Source: an optimization exercise on an open RTL-to-GDS flow (aim: small area and few clock cycles). Production flows keep margins and buffers that such runs may drop. RTL that was checked went through simulation tests only; none was proved equivalent to the original. Power and IR drop assume default switching activity. No driver is modelled on the clock port, so clocking that relies on it looks cheaper here than on a real chip.

==> inputs of run a <==
==> flow/design.v <==
`default_nettype none
module rob_top (
  input  wire                    clk,
  input  wire                    rst,
  input  wire                    dispatch_valid,
  input  wire                    dispatch_reg_write_en,
  input  wire [5-1:0]  dispatch_reg_write_addr,
  input  wire [31:0]             dispatch_pc,
  input  wire [4-1:0]       dispatch_exc,
  output logic                   rob_full,
  output logic [3-1:0]  dispatch_tag,
  input  wire                    wb_valid,
  input  wire [3-1:0]   wb_tag,
  input  wire [32-1:0]      wb_data,
  input  wire [4-1:0]       wb_exc,
  output logic                   commit_valid,
  output logic [3-1:0]  commit_tag,
  output logic                   commit_reg_write_en,
  output logic [5-1:0] commit_reg_write_addr,
  output logic [32-1:0]     commit_data,
  output logic [31:0]            commit_pc,
  output logic [4-1:0]      commit_exc,
  output logic                   flush
);
  localparam int N  = 8;
  localparam int TW = 3;
  localparam int EW = (1 + 5 + 32);
  localparam int DW = 32;
  localparam int XW = 4;
  logic [TW-1:0] head_q;
  logic [N-1:0]  hoh_q;       
  logic [TW-1:0] tail_q;
  logic [TW:0]   count_q;
  logic [EW-1:0] entry_q [N];
  logic [DW-1:0] data_q  [N];
  logic [N-1:0]  done_q;
  logic          fv_q;
  logic [TW-1:0] ftag_q;
  logic [XW-1:0] fcode_q;
  logic          fdec_q;
  logic [N-1:0]  head_sel;
  logic [N-1:0]  tail_sel;
  logic [N-1:0]  wb_sel;
  logic          nonempty;
  logic          head_done;
  logic          wb_hit;
  logic          fault_head;
  logic          accept;
  logic          clear;
  logic [EW-1:0] head_entry;
  logic [DW-1:0] head_data;
  always_comb begin
    for (int i = 0; i < N; i++) begin
      head_sel[i] = hoh_q[i];
      tail_sel[i] = (tail_q == TW'(i));
      wb_sel[i]   = wb_valid && (wb_tag == TW'(i));
    end
  end
  always_comb begin
    head_entry = '0;
    head_data  = '0;
    for (int i = 0; i < N; i++) begin
      head_entry = head_entry | ({EW{head_sel[i]}} & entry_q[i]);
      head_data  = head_data  | ({DW{head_sel[i]}} & data_q[i]);
    end
  end
  assign nonempty   = |count_q;
  assign head_done  = |(head_sel & done_q);
  assign wb_hit     = |(hoh_q & wb_sel);
  assign fault_head = fv_q && (ftag_q == head_q);
  assign commit_valid = nonempty && (head_done || wb_hit);
  assign commit_tag   = head_q;
  assign {commit_reg_write_en, commit_reg_write_addr, commit_pc} = head_entry;
  assign commit_data  = wb_hit ? wb_data : ((fault_head && fdec_q) ? '0 : head_data);
  assign commit_exc   = wb_hit ? wb_exc : (fault_head ? fcode_q : '0);
  assign flush        = commit_valid && (|commit_exc);
  assign rob_full     = count_q[TW] && !commit_valid;
  assign dispatch_tag = tail_q;
  assign accept       = dispatch_valid && !rob_full && !flush;
  assign clear        = !rst || flush;
  always_ff @(posedge clk) begin
    if (clear) begin
      head_q  <= '0;
      hoh_q   <= N'(1);
      tail_q  <= '0;
      count_q <= '0;
    end else begin
      if (commit_valid) begin
        head_q <= head_q + 1'b1;
        hoh_q  <= {hoh_q[N-2:0], hoh_q[N-1]};
      end
      if (accept)       tail_q <= tail_q + 1'b1;
      count_q <= count_q + (TW+1)'(accept) - (TW+1)'(commit_valid);
    end
  end
  always_ff @(posedge clk) begin
    for (int i = 0; i < N; i++) begin
      if (tail_sel[i] && !rob_full) entry_q[i] <= {dispatch_reg_write_en, dispatch_reg_write_addr, dispatch_pc};
      if (wb_sel[i])                data_q[i]  <= wb_data;
    end
  end
  always_ff @(posedge clk) begin
    for (int i = 0; i < N; i++) begin
      if (accept && tail_sel[i]) done_q[i] <= |dispatch_exc;
      else if (wb_sel[i])        done_q[i] <= 1'b1;
    end
  end
  logic [TW-1:0] age_wb;
  logic [TW-1:0] age_f;
  assign age_wb = wb_tag - head_q;
  assign age_f  = ftag_q - head_q;
  always_ff @(posedge clk) begin
    if (clear) begin
      fv_q <= 1'b0;
    end else if (wb_valid && (|wb_exc) && (!fv_q || age_wb < age_f)) begin
      fv_q    <= 1'b1;
      ftag_q  <= wb_tag;
      fcode_q <= wb_exc;
      fdec_q  <= 1'b0;
    end else if (!fv_q && accept && (|dispatch_exc)) begin
      fv_q    <= 1'b1;
      ftag_q  <= tail_q;
      fcode_q <= dispatch_exc;
      fdec_q  <= 1'b1;
    end
  end
endmodule
`default_nettype wire
==> flow/flow/run.sh <==
#!/bin/bash
# Standard layout, with the port buffers made of the smallest buffer cell
# instead of the delay buffer buffer_ports picks by default.
set -euo pipefail
export BUFFER_PORTS_ARGS="-buffer_cell sky130_fd_sc_hd__buf_1"
bash standard.sh > standard.log 2>&1
==> flow/standard.sh <==
#!/bin/bash
# synth_recipe.tcl (not shown) runs the flow's synth.tcl, then flattens the netlist and writes it again
# the make line also repeats each setting of config.mk as NAME=value (left out here)
make -C /OpenROAD-flow-scripts/flow DESIGN_CONFIG=/design/flow/config.mk WORK_HOME=/design/flow/orfs CLKGATE_MAP_FILE= SYNTH_SCRIPT=/design/flow/synth_recipe.tcl "${@:-finish}"
==> flow/config.mk <==
export PLATFORM = sky130hd
export DESIGN_NAME = rob_top
export DESIGN_NICKNAME = rob_top
export VERILOG_FILES = /design/flow/design.v
export SDC_FILE = /design/flow/constraint.sdc
export NUM_CORES = 4
export LEC_CHECK = 0
export CAP_MARGIN = 20
export CORE_MARGIN = 2
export CORE_UTILIZATION = 65
export SLEW_MARGIN = 20
==> flow/constraint.sdc <==
create_clock -name core_clock -period 4.0 [get_ports {clk}]
set_input_delay 0.8000 -clock core_clock [delete_from_list [all_inputs] [get_ports {clk}]]
set_output_delay 0.8000 -clock core_clock [all_outputs]
set_load 0.01 [all_outputs]
==> run b: changes against run a <==
--- a/flow/design.v
+++ b/flow/design.v
@@ -30,3 +30,2 @@
   logic [TW-1:0] head_q;
-  logic [N-1:0]  hoh_q;       
   logic [TW-1:0] tail_q;
@@ -53,3 +52,3 @@
     for (int i = 0; i < N; i++) begin
-      head_sel[i] = hoh_q[i];
+      head_sel[i] = (head_q == TW'(i));
       tail_sel[i] = (tail_q == TW'(i));
@@ -68,3 +67,3 @@
   assign head_done  = |(head_sel & done_q);
-  assign wb_hit     = |(hoh_q & wb_sel);
+  assign wb_hit     = wb_valid && (wb_tag == head_q);
   assign fault_head = fv_q && (ftag_q == head_q);
@@ -83,3 +82,2 @@
       head_q  <= '0;
-      hoh_q   <= N'(1);
       tail_q  <= '0;
@@ -87,6 +85,3 @@
     end else begin
-      if (commit_valid) begin
-        head_q <= head_q + 1'b1;
-        hoh_q  <= {hoh_q[N-2:0], hoh_q[N-1]};
-      end
+      if (commit_valid) head_q <= head_q + 1'b1;
       if (accept)       tail_q <= tail_q + 1'b1;
==> flow/flow/run.sh (replaced) <==
#!/bin/bash
# The standard layout (standard.sh), with these changes:
# - synthesis: the same script (synth_recipe.tcl), but ABC maps the logic with
#   flow/abc.script (area-oriented, no buffering or sizing; the resizer does
#   that after placement) in place of ORFS's abc_speed.script;
# - port buffers are the smallest buffer cell, not the delay buffer
#   buffer_ports picks by default;
# - clock tree: larger sink clusters of clkbuf_16, no dummy loads.
# The full make output is in standard.log; ORFS's per-step logs are under orfs/logs.
set -euo pipefail
here=$(pwd)
rm -rf "$here/scripts"
cp -r "$FLOW_HOME/scripts" "$here/scripts"
cp "$here/flow/abc.script" "$here/scripts/abc_speed.script"
{ echo "set ::env(SCRIPTS_DIR) $here/scripts"; cat "$here/synth_recipe.tcl"; } > "$here/own_synth.tcl"
sed -e "s#$here/synth_recipe.tcl#$here/own_synth.tcl#" standard.sh > own_standard.sh
grep -q own_synth.tcl own_standard.sh
export BUFFER_PORTS_ARGS="-buffer_cell sky130_fd_sc_hd__buf_1"
export CTS_ARGS="-sink_clustering_enable -repair_clock_nets -sink_clustering_size 30 -sink_clustering_max_diameter 100 -buf_list sky130_fd_sc_hd__clkbuf_16 -dont_use_dummy_load"
bash own_standard.sh > standard.log 2>&1
==> flow/flow/abc.script (new file) <==
&get -n
&st
&dch
&nf
&put
topo
stime -c
CAP_MARGIN = 10   (was 20)
CORE_UTILIZATION = 75   (was 65)
SLEW_MARGIN = 10   (was 20)
==> comparison table <==
| metric | run a | run b |
|---|---|---|
| Number of levels in the clock H-tree | 2 | 1 |
| Result of the run | finished clean | finished clean |
| Non-clock buffer share of cell area | 4.14% | 4.21% |
| Min-delay src | hoh_q[4] | fv_q |
| Post-route core utilization | 75.6% | 84.5% |
| Static leakage | 8.04 nW | 7.51 nW |
| Register-to-Register Setup Slack | 630 ps | 380 ps |
| Total internal power | 11.3 mW | 10.0 mW |
| Transition at the pin with the smallest max-transition slack | 1150 ps | 779 ps |
| Largest fanout on the critical path | 41 | 32 |
| Met2 wire len | 24.9 mm | 23.1 mm |
| Via count of the first global-routing pass | 12800 | 12100 |
| Critical Path Sink | flush | commit_data[20] |
| Number of buffers inserted during clock tree synthesis | 56 | 23 |
| Overall routed net length | 51.2 mm | 46.5 mm |
| Number of filler cells placed in the layout | 2005 | 1307 |
| Share of the synthesized area in the top cell type | 77.7% | 81.1% |
| Hold_ws | 507 ps | 493 ps |
Testbench counts of run b, summed over its fixed seeds: cycles 23,465.
Function not checked in run a: the RTL went through the layout flow alone.

-- re-timing with driven ports --
Ports are ideal in the flow. The routed layouts listed here were re-timed in OpenROAD.
Step 1 (the two cells are an assumption about what drives the block):
set clk [get_ports {clk}]
set_driving_cell -lib_cell sky130_fd_sc_hd__clkbuf_16 $clk
set_driving_cell -lib_cell sky130_fd_sc_hd__buf_2 [delete_from_list [all_inputs] $clk]
Step 2 times the ports against the registers' clock, not the clock port: input delays grow and output delays shrink by t, the midpoint of the rising clock arrivals with the driver on.
a / b / c = ideal / step 1 / step 2; a / b = the first two.
run	t, ns	setup WS [ns]	pins driven straight from the clock port
run a	0.640	0.353 / 0.328 / 0.133	1
run b	0.595	0.212 / 0.157 / 0.172	1
After both steps setup and hold are still met in every run listed. For run a, which loses most, drivers alone change the setup slack by -0.025 ns; drivers and shift together by -0.220 ns.
